Context: an optimization exercise on an open-source flow, tuned for small area. The choices shown serve that exercise and are no tape-out recipe.
The RTL was checked by simulation tests, not by an equivalence proof against the original design.
Power is estimated from default activity; no workload was simulated.

==> inputs of 10-13 <==
==> flow/design.v <==
package safe_pkg;
  localparam int unsigned NHARTS = 3;
  localparam int unsigned HART_IDX_W = $clog2(NHARTS);
  localparam int unsigned ADDR_WIDTH = 32;
  localparam int unsigned DATA_WIDTH = 32;
  localparam int unsigned BE_WIDTH = 4;
  localparam logic [DATA_WIDTH-1:0] WFI_INSTR = 32'h10500073;
  typedef logic [NHARTS-1:0] hart_mask_t;
  typedef logic [HART_IDX_W-1:0] hart_idx_t;
  typedef struct packed {
    logic                  req;
    logic                  we;
    logic [BE_WIDTH-1:0]   be;
    logic [ADDR_WIDTH-1:0] addr;
    logic [DATA_WIDTH-1:0] wdata;
  } obi_req_t;
  typedef struct packed {
    logic                  gnt;
    logic                  rvalid;
    logic [DATA_WIDTH-1:0] rdata;
  } obi_rsp_t;
  localparam int unsigned REQ_WIDTH = 2 + BE_WIDTH + ADDR_WIDTH + DATA_WIDTH;
  localparam int unsigned RSP_WIDTH = 2 + DATA_WIDTH;
  typedef enum logic [1:0] {
    MODE_INDEP = 2'd0,
    MODE_TMR   = 2'd1,
    MODE_DMR   = 2'd2
  } safe_mode_e;
endpackage
module tmr_voter (
  input  logic                                       enable_i,
  input  logic [safe_pkg::NHARTS-1:0][safe_pkg::REQ_WIDTH-1:0] instr_req_i,
  input  logic [safe_pkg::NHARTS-1:0][safe_pkg::REQ_WIDTH-1:0] data_req_i,
  output safe_pkg::obi_req_t                        voted_instr_req_o,
  output safe_pkg::obi_req_t                        voted_data_req_o,
  output logic                                       error_o,
  output safe_pkg::hart_mask_t                       error_id_o
);
  safe_pkg::obi_req_t   maj_instr;
  safe_pkg::obi_req_t   maj_data;
  safe_pkg::hart_mask_t dissent;
  function automatic safe_pkg::obi_req_t majority(input safe_pkg::obi_req_t a,
                                                  input safe_pkg::obi_req_t b,
                                                  input safe_pkg::obi_req_t c);
    majority = (a & b) | (a & c) | (b & c);
  endfunction
  assign maj_instr = majority(instr_req_i[0], instr_req_i[1], instr_req_i[2]);
  assign maj_data  = majority(data_req_i[0], data_req_i[1], data_req_i[2]);
  for (genvar i = 0; i < safe_pkg::NHARTS; i++) begin : g_dissent
    assign dissent[i] = (instr_req_i[i] != maj_instr) || (data_req_i[i] != maj_data);
  end
  always_comb begin
    if (enable_i) begin
      voted_instr_req_o = maj_instr;
      voted_data_req_o  = maj_data;
      error_id_o        = dissent;
      error_o           = |dissent;
    end else begin
      voted_instr_req_o = '0;
      voted_data_req_o  = '0;
      error_id_o        = '0;
      error_o           = 1'b0;
    end
  end
endmodule
module dmr_comparator (
  input  logic               enable_i,
  input  safe_pkg::obi_req_t master_instr_req_i,
  input  safe_pkg::obi_req_t partner_instr_req_i,
  input  safe_pkg::obi_req_t master_data_req_i,
  input  safe_pkg::obi_req_t partner_data_req_i,
  output logic               error_o
);
  logic instr_mismatch;
  logic data_mismatch;
  assign instr_mismatch = (master_instr_req_i != partner_instr_req_i);
  assign data_mismatch  = (master_data_req_i != partner_data_req_i);
  assign error_o = enable_i && (instr_mismatch || data_mismatch);
endmodule
module wfi_isolator (
  input  logic               clk_i,
  input  logic               rst_ni,
  input  logic               hold_i,
  input  safe_pkg::obi_req_t instr_req_i,
  input  safe_pkg::obi_req_t data_req_i,
  input  safe_pkg::obi_rsp_t instr_rsp_i,
  input  safe_pkg::obi_rsp_t data_rsp_i,
  output safe_pkg::obi_rsp_t iso_instr_rsp_o,
  output safe_pkg::obi_rsp_t iso_data_rsp_o
);
  logic [1:0]                           bus_req;
  logic [1:0]                           bus_gnt;
  logic [1:0]                           bus_rvalid;
  logic [1:0][safe_pkg::DATA_WIDTH-1:0] iso_rdata;
  logic [1:0]                           valid_q;
  logic [1:0]                           pending_q;
  assign bus_req    = {data_req_i.req, instr_req_i.req};
  assign bus_gnt    = {data_rsp_i.gnt, instr_rsp_i.gnt};
  assign bus_rvalid = {data_rsp_i.rvalid, instr_rsp_i.rvalid};
  assign iso_rdata  = {{safe_pkg::DATA_WIDTH{1'b0}}, safe_pkg::WFI_INSTR};
  for (genvar b = 0; b < 2; b++) begin : g_bus
    always_ff @(posedge clk_i or negedge rst_ni) begin
      if (!rst_ni) begin
        valid_q[b]   <= 1'b0;
        pending_q[b] <= 1'b0;
      end else if (hold_i) begin
        valid_q[b]   <= bus_req[b];
        pending_q[b] <= 1'b0;
      end else begin
        valid_q[b]   <= 1'b0;
        pending_q[b] <= (bus_req[b] & bus_gnt[b]) |
                        (pending_q[b] & ~bus_rvalid[b]);
      end
    end
  end
  assign iso_instr_rsp_o.gnt    = bus_req[0];
  assign iso_instr_rsp_o.rvalid = valid_q[0] | pending_q[0];
  assign iso_instr_rsp_o.rdata  = iso_rdata[0];
  assign iso_data_rsp_o.gnt     = bus_req[1];
  assign iso_data_rsp_o.rvalid  = valid_q[1] | pending_q[1];
  assign iso_data_rsp_o.rdata   = iso_rdata[1];
endmodule
module redundancy_router (
  input  logic                                       clk_i,
  input  logic                                       rst_ni,
  input  safe_pkg::safe_mode_e                       mode_i,
  input  safe_pkg::hart_mask_t                       master_i,
  input  safe_pkg::hart_mask_t                       dmr_pair_i,
  input  safe_pkg::hart_mask_t                       wfi_hold_i,
  input  safe_pkg::hart_mask_t                       sleep_i,
  input  logic [safe_pkg::NHARTS-1:0][safe_pkg::REQ_WIDTH-1:0] core_instr_req_i,
  input  logic [safe_pkg::NHARTS-1:0][safe_pkg::REQ_WIDTH-1:0] core_data_req_i,
  input  logic [safe_pkg::NHARTS-1:0][safe_pkg::RSP_WIDTH-1:0] mem_instr_rsp_i,
  input  logic [safe_pkg::NHARTS-1:0][safe_pkg::RSP_WIDTH-1:0] mem_data_rsp_i,
  input  safe_pkg::obi_req_t                        voted_instr_req_i,
  input  safe_pkg::obi_req_t                        voted_data_req_i,
  input  logic [safe_pkg::NHARTS-1:0][safe_pkg::RSP_WIDTH-1:0] iso_instr_rsp_i,
  input  logic [safe_pkg::NHARTS-1:0][safe_pkg::RSP_WIDTH-1:0] iso_data_rsp_i,
  output safe_pkg::hart_mask_t                       sleep_o,
  output logic [safe_pkg::NHARTS-1:0][safe_pkg::REQ_WIDTH-1:0] mem_instr_req_o,
  output logic [safe_pkg::NHARTS-1:0][safe_pkg::REQ_WIDTH-1:0] mem_data_req_o,
  output logic [safe_pkg::NHARTS-1:0][safe_pkg::RSP_WIDTH-1:0] core_instr_rsp_o,
  output logic [safe_pkg::NHARTS-1:0][safe_pkg::RSP_WIDTH-1:0] core_data_rsp_o,
  output logic                                       vote_en_o,
  output logic                                       cmp_en_o,
  output safe_pkg::obi_req_t                        partner_instr_req_o,
  output safe_pkg::obi_req_t                        partner_data_req_o,
  output safe_pkg::obi_req_t                        master_instr_req_o,
  output safe_pkg::obi_req_t                        master_data_req_o
);
  safe_pkg::hart_mask_t master_q;
  safe_pkg::hart_mask_t sleep_q;
  safe_pkg::hart_idx_t  master_idx;
  safe_pkg::hart_idx_t  partner_idx;
  logic                 tmr_mode;
  logic                 dmr_mode;
  always_ff @(posedge clk_i or negedge rst_ni) begin
    if (!rst_ni) begin
      master_q <= safe_pkg::hart_mask_t'(1);
    end else if (&sleep_i) begin
      master_q <= master_i;
    end
  end
  always_ff @(posedge clk_i or negedge rst_ni) begin
    if (!rst_ni) begin
      sleep_q <= '0;
    end else begin
      sleep_q <= sleep_i;
    end
  end
  assign sleep_o = sleep_q;
  always_comb begin
    master_idx  = '0;
    partner_idx = '0;
    for (int i = safe_pkg::NHARTS - 1; i >= 0; i--) begin
      if (master_q[i]) begin
        master_idx = safe_pkg::hart_idx_t'(i);
      end
      if (dmr_pair_i[i] && !master_q[i]) begin
        partner_idx = safe_pkg::hart_idx_t'(i);
      end
    end
  end
  assign tmr_mode  = (mode_i == safe_pkg::MODE_TMR);
  assign dmr_mode  = (mode_i == safe_pkg::MODE_DMR);
  assign vote_en_o = tmr_mode;
  assign cmp_en_o  = dmr_mode;
  assign master_instr_req_o  = core_instr_req_i[master_idx];
  assign master_data_req_o   = core_data_req_i[master_idx];
  assign partner_instr_req_o = core_instr_req_i[partner_idx];
  assign partner_data_req_o  = core_data_req_i[partner_idx];
  for (genvar i = 0; i < safe_pkg::NHARTS; i++) begin : g_port
    always_comb begin
      if (tmr_mode) begin
        mem_instr_req_o[i] = master_q[i] ? voted_instr_req_i : '0;
        mem_data_req_o[i]  = master_q[i] ? voted_data_req_i : '0;
      end else if (dmr_mode) begin
        mem_instr_req_o[i] = master_q[i] ? core_instr_req_i[i] : '0;
        mem_data_req_o[i]  = master_q[i] ? core_data_req_i[i] : '0;
      end else begin
        mem_instr_req_o[i] = core_instr_req_i[i];
        mem_data_req_o[i]  = core_data_req_i[i];
      end
    end
    always_comb begin
      if (wfi_hold_i[i]) begin
        core_instr_rsp_o[i] = iso_instr_rsp_i[i];
        core_data_rsp_o[i]  = iso_data_rsp_i[i];
      end else if (tmr_mode || (dmr_mode && dmr_pair_i[i])) begin
        core_instr_rsp_o[i] = mem_instr_rsp_i[master_idx];
        core_data_rsp_o[i]  = mem_data_rsp_i[master_idx];
      end else begin
        core_instr_rsp_o[i] = mem_instr_rsp_i[i];
        core_data_rsp_o[i]  = mem_data_rsp_i[i];
      end
    end
  end
endmodule
module safe_cpu_wrapper (
  input  logic                                       clk_i,
  input  logic                                       rst_ni,
  input  safe_pkg::safe_mode_e                       mode_i,
  input  safe_pkg::hart_mask_t                       master_i,
  input  safe_pkg::hart_mask_t                       dmr_pair_i,
  input  safe_pkg::hart_mask_t                       wfi_hold_i,
  input  safe_pkg::hart_mask_t                       sleep_i,
  input  logic [safe_pkg::NHARTS-1:0][safe_pkg::REQ_WIDTH-1:0] core_instr_req_i,
  input  logic [safe_pkg::NHARTS-1:0][safe_pkg::REQ_WIDTH-1:0] core_data_req_i,
  input  logic [safe_pkg::NHARTS-1:0][safe_pkg::RSP_WIDTH-1:0] mem_instr_rsp_i,
  input  logic [safe_pkg::NHARTS-1:0][safe_pkg::RSP_WIDTH-1:0] mem_data_rsp_i,
  output safe_pkg::hart_mask_t                       sleep_o,
  output logic [safe_pkg::NHARTS-1:0][safe_pkg::RSP_WIDTH-1:0] core_instr_rsp_o,
  output logic [safe_pkg::NHARTS-1:0][safe_pkg::RSP_WIDTH-1:0] core_data_rsp_o,
  output logic [safe_pkg::NHARTS-1:0][safe_pkg::REQ_WIDTH-1:0] mem_instr_req_o,
  output logic [safe_pkg::NHARTS-1:0][safe_pkg::REQ_WIDTH-1:0] mem_data_req_o,
  output logic                                       tmr_error_o,
  output logic                                       dmr_error_o,
  output safe_pkg::hart_mask_t                       tmr_error_id_o
);
  safe_pkg::obi_req_t                        voted_instr_req;
  safe_pkg::obi_req_t                        voted_data_req;
  safe_pkg::obi_req_t                        master_instr_req;
  safe_pkg::obi_req_t                        master_data_req;
  safe_pkg::obi_req_t                        partner_instr_req;
  safe_pkg::obi_req_t                        partner_data_req;
  logic [safe_pkg::NHARTS-1:0][safe_pkg::RSP_WIDTH-1:0] iso_instr_rsp;
  logic [safe_pkg::NHARTS-1:0][safe_pkg::RSP_WIDTH-1:0] iso_data_rsp;
  logic                                      vote_en;
  logic                                      cmp_en;
  redundancy_router u_router (
    .clk_i,
    .rst_ni,
    .mode_i,
    .master_i,
    .dmr_pair_i,
    .wfi_hold_i,
    .sleep_i,
    .core_instr_req_i,
    .core_data_req_i,
    .mem_instr_rsp_i,
    .mem_data_rsp_i,
    .voted_instr_req_i  (voted_instr_req),
    .voted_data_req_i   (voted_data_req),
    .iso_instr_rsp_i    (iso_instr_rsp),
    .iso_data_rsp_i     (iso_data_rsp),
    .sleep_o,
    .mem_instr_req_o,
    .mem_data_req_o,
    .core_instr_rsp_o,
    .core_data_rsp_o,
    .vote_en_o          (vote_en),
    .cmp_en_o           (cmp_en),
    .partner_instr_req_o(partner_instr_req),
    .partner_data_req_o (partner_data_req),
    .master_instr_req_o (master_instr_req),
    .master_data_req_o  (master_data_req)
  );
  tmr_voter u_voter (
    .enable_i         (vote_en),
    .instr_req_i      (core_instr_req_i),
    .data_req_i       (core_data_req_i),
    .voted_instr_req_o(voted_instr_req),
    .voted_data_req_o (voted_data_req),
    .error_o          (tmr_error_o),
    .error_id_o       (tmr_error_id_o)
  );
  dmr_comparator u_comparator (
    .enable_i           (cmp_en),
    .master_instr_req_i (master_instr_req),
    .partner_instr_req_i(partner_instr_req),
    .master_data_req_i  (master_data_req),
    .partner_data_req_i (partner_data_req),
    .error_o            (dmr_error_o)
  );
  for (genvar i = 0; i < safe_pkg::NHARTS; i++) begin : g_iso
    wfi_isolator u_isolator (
      .clk_i,
      .rst_ni,
      .hold_i         (wfi_hold_i[i]),
      .instr_req_i    (core_instr_req_i[i]),
      .data_req_i     (core_data_req_i[i]),
      .instr_rsp_i    (core_instr_rsp_o[i]),
      .data_rsp_i     (core_data_rsp_o[i]),
      .iso_instr_rsp_o(iso_instr_rsp[i]),
      .iso_data_rsp_o (iso_data_rsp[i])
    );
  end
endmodule
==> flow/run.sh <==
#!/bin/bash
# synth_recipe.tcl (not shown) runs the flow's synth.tcl, then flattens the netlist and writes it again
# the make line also repeats each setting of config.mk as NAME=value (left out here)
make -C /OpenROAD-flow-scripts/flow DESIGN_CONFIG=/design/flow/config.mk WORK_HOME=/design/flow/orfs CLKGATE_MAP_FILE= SYNTH_SCRIPT=/design/flow/synth_recipe.tcl finish
==> flow/config.mk <==
export PLATFORM = sky130hd
export DESIGN_NAME = safe_cpu_wrapper
export DESIGN_NICKNAME = safe_cpu_wrapper
export VERILOG_FILES = /design/flow/design.v
export SDC_FILE = /design/flow/constraint.sdc
export NUM_CORES = 4
export LEC_CHECK = 0
export CAP_MARGIN = 20
export CORE_AREA = 10 10 440 440
export DIE_AREA = 0 0 450 450
export SLEW_MARGIN = 20
==> flow/constraint.sdc <==
create_clock -name core_clock -period 10.0 [get_ports {clk_i}]
set_input_delay 2.0000 -clock core_clock [delete_from_list [all_inputs] [get_ports {clk_i}]]
set_output_delay 2.0000 -clock core_clock [all_outputs]
set_load 0.01 [all_outputs]
==> 04-27 (differences from 10-13) <==
--- a/flow/design.v
+++ b/flow/design.v
@@ -239,69 +239,95 @@
 );
-  safe_pkg::obi_req_t                        voted_instr_req;
-  safe_pkg::obi_req_t                        voted_data_req;
-  safe_pkg::obi_req_t                        master_instr_req;
-  safe_pkg::obi_req_t                        master_data_req;
-  safe_pkg::obi_req_t                        partner_instr_req;
-  safe_pkg::obi_req_t                        partner_data_req;
-  logic [safe_pkg::NHARTS-1:0][safe_pkg::RSP_WIDTH-1:0] iso_instr_rsp;
-  logic [safe_pkg::NHARTS-1:0][safe_pkg::RSP_WIDTH-1:0] iso_data_rsp;
-  logic                                      vote_en;
-  logic                                      cmp_en;
-  redundancy_router u_router (
-    .clk_i,
-    .rst_ni,
-    .mode_i,
-    .master_i,
-    .dmr_pair_i,
-    .wfi_hold_i,
-    .sleep_i,
-    .core_instr_req_i,
-    .core_data_req_i,
-    .mem_instr_rsp_i,
-    .mem_data_rsp_i,
-    .voted_instr_req_i  (voted_instr_req),
-    .voted_data_req_i   (voted_data_req),
-    .iso_instr_rsp_i    (iso_instr_rsp),
-    .iso_data_rsp_i     (iso_data_rsp),
-    .sleep_o,
-    .mem_instr_req_o,
-    .mem_data_req_o,
-    .core_instr_rsp_o,
-    .core_data_rsp_o,
-    .vote_en_o          (vote_en),
-    .cmp_en_o           (cmp_en),
-    .partner_instr_req_o(partner_instr_req),
-    .partner_data_req_o (partner_data_req),
-    .master_instr_req_o (master_instr_req),
-    .master_data_req_o  (master_data_req)
-  );
-  tmr_voter u_voter (
-    .enable_i         (vote_en),
-    .instr_req_i      (core_instr_req_i),
-    .data_req_i       (core_data_req_i),
-    .voted_instr_req_o(voted_instr_req),
-    .voted_data_req_o (voted_data_req),
-    .error_o          (tmr_error_o),
-    .error_id_o       (tmr_error_id_o)
-  );
-  dmr_comparator u_comparator (
-    .enable_i           (cmp_en),
-    .master_instr_req_i (master_instr_req),
-    .partner_instr_req_i(partner_instr_req),
-    .master_data_req_i  (master_data_req),
-    .partner_data_req_i (partner_data_req),
-    .error_o            (dmr_error_o)
-  );
-  for (genvar i = 0; i < safe_pkg::NHARTS; i++) begin : g_iso
-    wfi_isolator u_isolator (
-      .clk_i,
-      .rst_ni,
-      .hold_i         (wfi_hold_i[i]),
-      .instr_req_i    (core_instr_req_i[i]),
-      .data_req_i     (core_data_req_i[i]),
-      .instr_rsp_i    (core_instr_rsp_o[i]),
-      .data_rsp_i     (core_data_rsp_o[i]),
-      .iso_instr_rsp_o(iso_instr_rsp[i]),
-      .iso_data_rsp_o (iso_data_rsp[i])
-    );
+  localparam int unsigned NH = safe_pkg::NHARTS;
+  localparam int unsigned RW = safe_pkg::REQ_WIDTH;
+  localparam int unsigned SW = safe_pkg::RSP_WIDTH;
+  localparam int unsigned DW = safe_pkg::DATA_WIDTH;
+  safe_pkg::hart_mask_t master_q;
+  safe_pkg::hart_mask_t sleep_q;
+  always_ff @(posedge clk_i or negedge rst_ni) begin
+    if (!rst_ni) begin
+      master_q <= safe_pkg::hart_mask_t'(1);
+    end else if (&sleep_i) begin
+      master_q <= master_i;
+    end
+  end
+  always_ff @(posedge clk_i or negedge rst_ni) begin
+    if (!rst_ni) begin
+      sleep_q <= '0;
+    end else begin
+      sleep_q <= sleep_i;
+    end
+  end
+  assign sleep_o = sleep_q;
+  logic tmr_mode, dmr_mode;
+  assign tmr_mode = (mode_i == safe_pkg::MODE_TMR);
+  assign dmr_mode = (mode_i == safe_pkg::MODE_DMR);
+  safe_pkg::hart_mask_t m_oh, p_oh, pcand;
+  assign m_oh[0] = master_q[0] | ~master_q[1] & ~master_q[2];
+  assign m_oh[1] = ~master_q[0] & master_q[1];
+  assign m_oh[2] = ~master_q[0] & ~master_q[1] & master_q[2];
+  assign pcand   = dmr_pair_i & ~master_q;
+  assign p_oh[0] = pcand[0] | ~pcand[1] & ~pcand[2];
+  assign p_oh[1] = ~pcand[0] & pcand[1];
+  assign p_oh[2] = ~pcand[0] & ~pcand[1] & pcand[2];
+  logic [RW-1:0] maj_i, maj_d;
+  logic [NH-1:0][RW-1:0] dis_i, dis_d;
+  safe_pkg::hart_mask_t dissent;
+  safe_pkg::hart_mask_t sel_vote, sel_own;
+  assign maj_i = (core_instr_req_i[0] & core_instr_req_i[1]) |
+                 (core_instr_req_i[0] & core_instr_req_i[2]) |
+                 (core_instr_req_i[1] & core_instr_req_i[2]);
+  assign maj_d = (core_data_req_i[0] & core_data_req_i[1]) |
+                 (core_data_req_i[0] & core_data_req_i[2]) |
+                 (core_data_req_i[1] & core_data_req_i[2]);
+  for (genvar h = 0; h < NH; h++) begin : g_req
+    assign dis_i[h]   = core_instr_req_i[h] ^ maj_i;
+    assign dis_d[h]   = core_data_req_i[h] ^ maj_d;
+    assign dissent[h] = (|dis_i[h]) | (|dis_d[h]);
+    assign sel_vote[h] = tmr_mode & master_q[h];
+    assign sel_own[h]  = ~tmr_mode & (~dmr_mode | master_q[h]);
+    assign mem_instr_req_o[h] = ({RW{sel_vote[h]}} & maj_i) |
+                                ({RW{sel_own[h]}} & core_instr_req_i[h]);
+    assign mem_data_req_o[h]  = ({RW{sel_vote[h]}} & maj_d) |
+                                ({RW{sel_own[h]}} & core_data_req_i[h]);
+  end
+  assign tmr_error_id_o = tmr_mode ? dissent : '0;
+  assign tmr_error_o    = tmr_mode & (|dissent);
+  assign dmr_error_o    = dmr_mode & (m_oh != p_oh) & (|((m_oh | p_oh) & dissent));
+  logic [NH-1:0] iso_valid_i, iso_valid_d;   
+  logic [NH-1:0] held_q;                     
+  for (genvar h = 0; h < NH; h++) begin : g_rsp
+    logic          to_m;
+    logic [NH-1:0] sel;
+    logic [SW-1:0] rt_i, rt_d;
+    logic          pend_i, pend_d;
+    assign to_m = tmr_mode | (dmr_mode & dmr_pair_i[h]);
+    assign sel  = to_m ? m_oh : safe_pkg::hart_mask_t'(1 << h);
+    assign rt_i = ({SW{sel[0]}} & mem_instr_rsp_i[0]) |
+                  ({SW{sel[1]}} & mem_instr_rsp_i[1]) |
+                  ({SW{sel[2]}} & mem_instr_rsp_i[2]);
+    assign rt_d = ({SW{sel[0]}} & mem_data_rsp_i[0]) |
+                  ({SW{sel[1]}} & mem_data_rsp_i[1]) |
+                  ({SW{sel[2]}} & mem_data_rsp_i[2]);
+    assign core_instr_rsp_o[h] = wfi_hold_i[h] ?
+        {core_instr_req_i[h][RW-1], iso_valid_i[h], safe_pkg::WFI_INSTR} : rt_i;
+    assign core_data_rsp_o[h]  = wfi_hold_i[h] ?
+        {core_data_req_i[h][RW-1], iso_valid_d[h], {DW{1'b0}}} : rt_d;
+    assign pend_i = iso_valid_i[h] & ~held_q[h];
+    assign pend_d = iso_valid_d[h] & ~held_q[h];
+    always_ff @(posedge clk_i or negedge rst_ni) begin
+      if (!rst_ni) begin
+        iso_valid_i[h] <= 1'b0;
+        iso_valid_d[h] <= 1'b0;
+        held_q[h]      <= 1'b0;
+      end else begin
+        held_q[h] <= wfi_hold_i[h];
+        if (wfi_hold_i[h]) begin
+          iso_valid_i[h] <= core_instr_req_i[h][RW-1];
+          iso_valid_d[h] <= core_data_req_i[h][RW-1];
+        end else begin
+          iso_valid_i[h] <= (core_instr_req_i[h][RW-1] & rt_i[SW-1]) | (pend_i & ~rt_i[SW-2]);
+          iso_valid_d[h] <= (core_data_req_i[h][RW-1] & rt_d[SW-1]) | (pend_d & ~rt_d[SW-2]);
+        end
+      end
+    end
   end
==> comparison table <==
| metric | 10-13 | 04-27 |
|---|---|---|
| Global Route Usage Sum | 31.7% | 28.0% |
| Number of nets at the end of the flow | 6354 | 4665 |
| DRT met1 WL | 117 mm | 103 mm |
| Startpoint of the worst register-to-register path | u_router.master_q[1] | master_q[1] |
| Adder-Cell Fraction of Synth Area | 0.114% | 0.223% |
| Routed WL | 344 mm | 304 mm |
| CP Buf/Inv Count | 4 | 3 |
| DRC violation total after the first TritonRoute iteration | 6433 | 5339 |
| DPL Wire Length | 286 mm | 261 mm |
| Worst slew slack as a fraction of its limit | 10.2% | 15.8% |
| Mean routed wirelength per cell | 41.7 µm | 46.3 µm |
| Post-route design area | 41600 µm² | 33200 µm² |
| Source of the critical timing path | dmr_pair_i[1] | core_data_req_i[139] |
| Clock buffer count in the final layout | 4 | 3 |
| Status | finished clean | finished clean |
| Static leakage | 15.0 nW | 11.3 nW |
| Clock distribution power | 0.000101 W | 0.0000978 W |
| Reg2reg end | g_iso[1].u_isolator.pending_q[1] | iso_valid_i[0] |
| Power per cell area | 96.9 nW/µm² | 85.1 nW/µm² |
| Mux contribution to synthesized area | 8.88% | 0.378% |
| Number of filler cells placed in the layout | 20900 | 21100 |

==> what the ideal ports hide <==
No port has a modelled driver above. Below, the same layouts with a new extraction and two added sets of constraints.
Step 1: set_driving_cell puts a clkbuf_16 on clk_i and a buf_2 on each other input, an assumption about the parent block.
Step 2, shift: input delay + t, output delay - t, t = (earliest + latest rising clock arrival at the registers) / 2. This alone moves slack from input paths to output paths.
Three values: ideal, step 1, step 2; two values: the first two.
| run | t, ns | slack for setup (ns) | worst hold slack (ns) | worst setup path after step 2 | latest minus earliest clock arrival (ns) |
|---|---|---|---|---|---|
| 10-13 | 0.330 | 0.890 / 0.758 / 0.758 | 0.549 / 0.549 / 0.549 | input to output | 0.008 / 0.008 |
| 04-27 | 0.357 | 1.424 / 1.364 / 1.364 | 0.527 / 0.527 / 0.527 | input to output | 0.015 / 0.015 |
After both steps every run listed still meets setup and hold. For 10-13, which loses most, drivers alone change the setup slack by -0.132 ns; drivers and shift together by -0.132 ns.
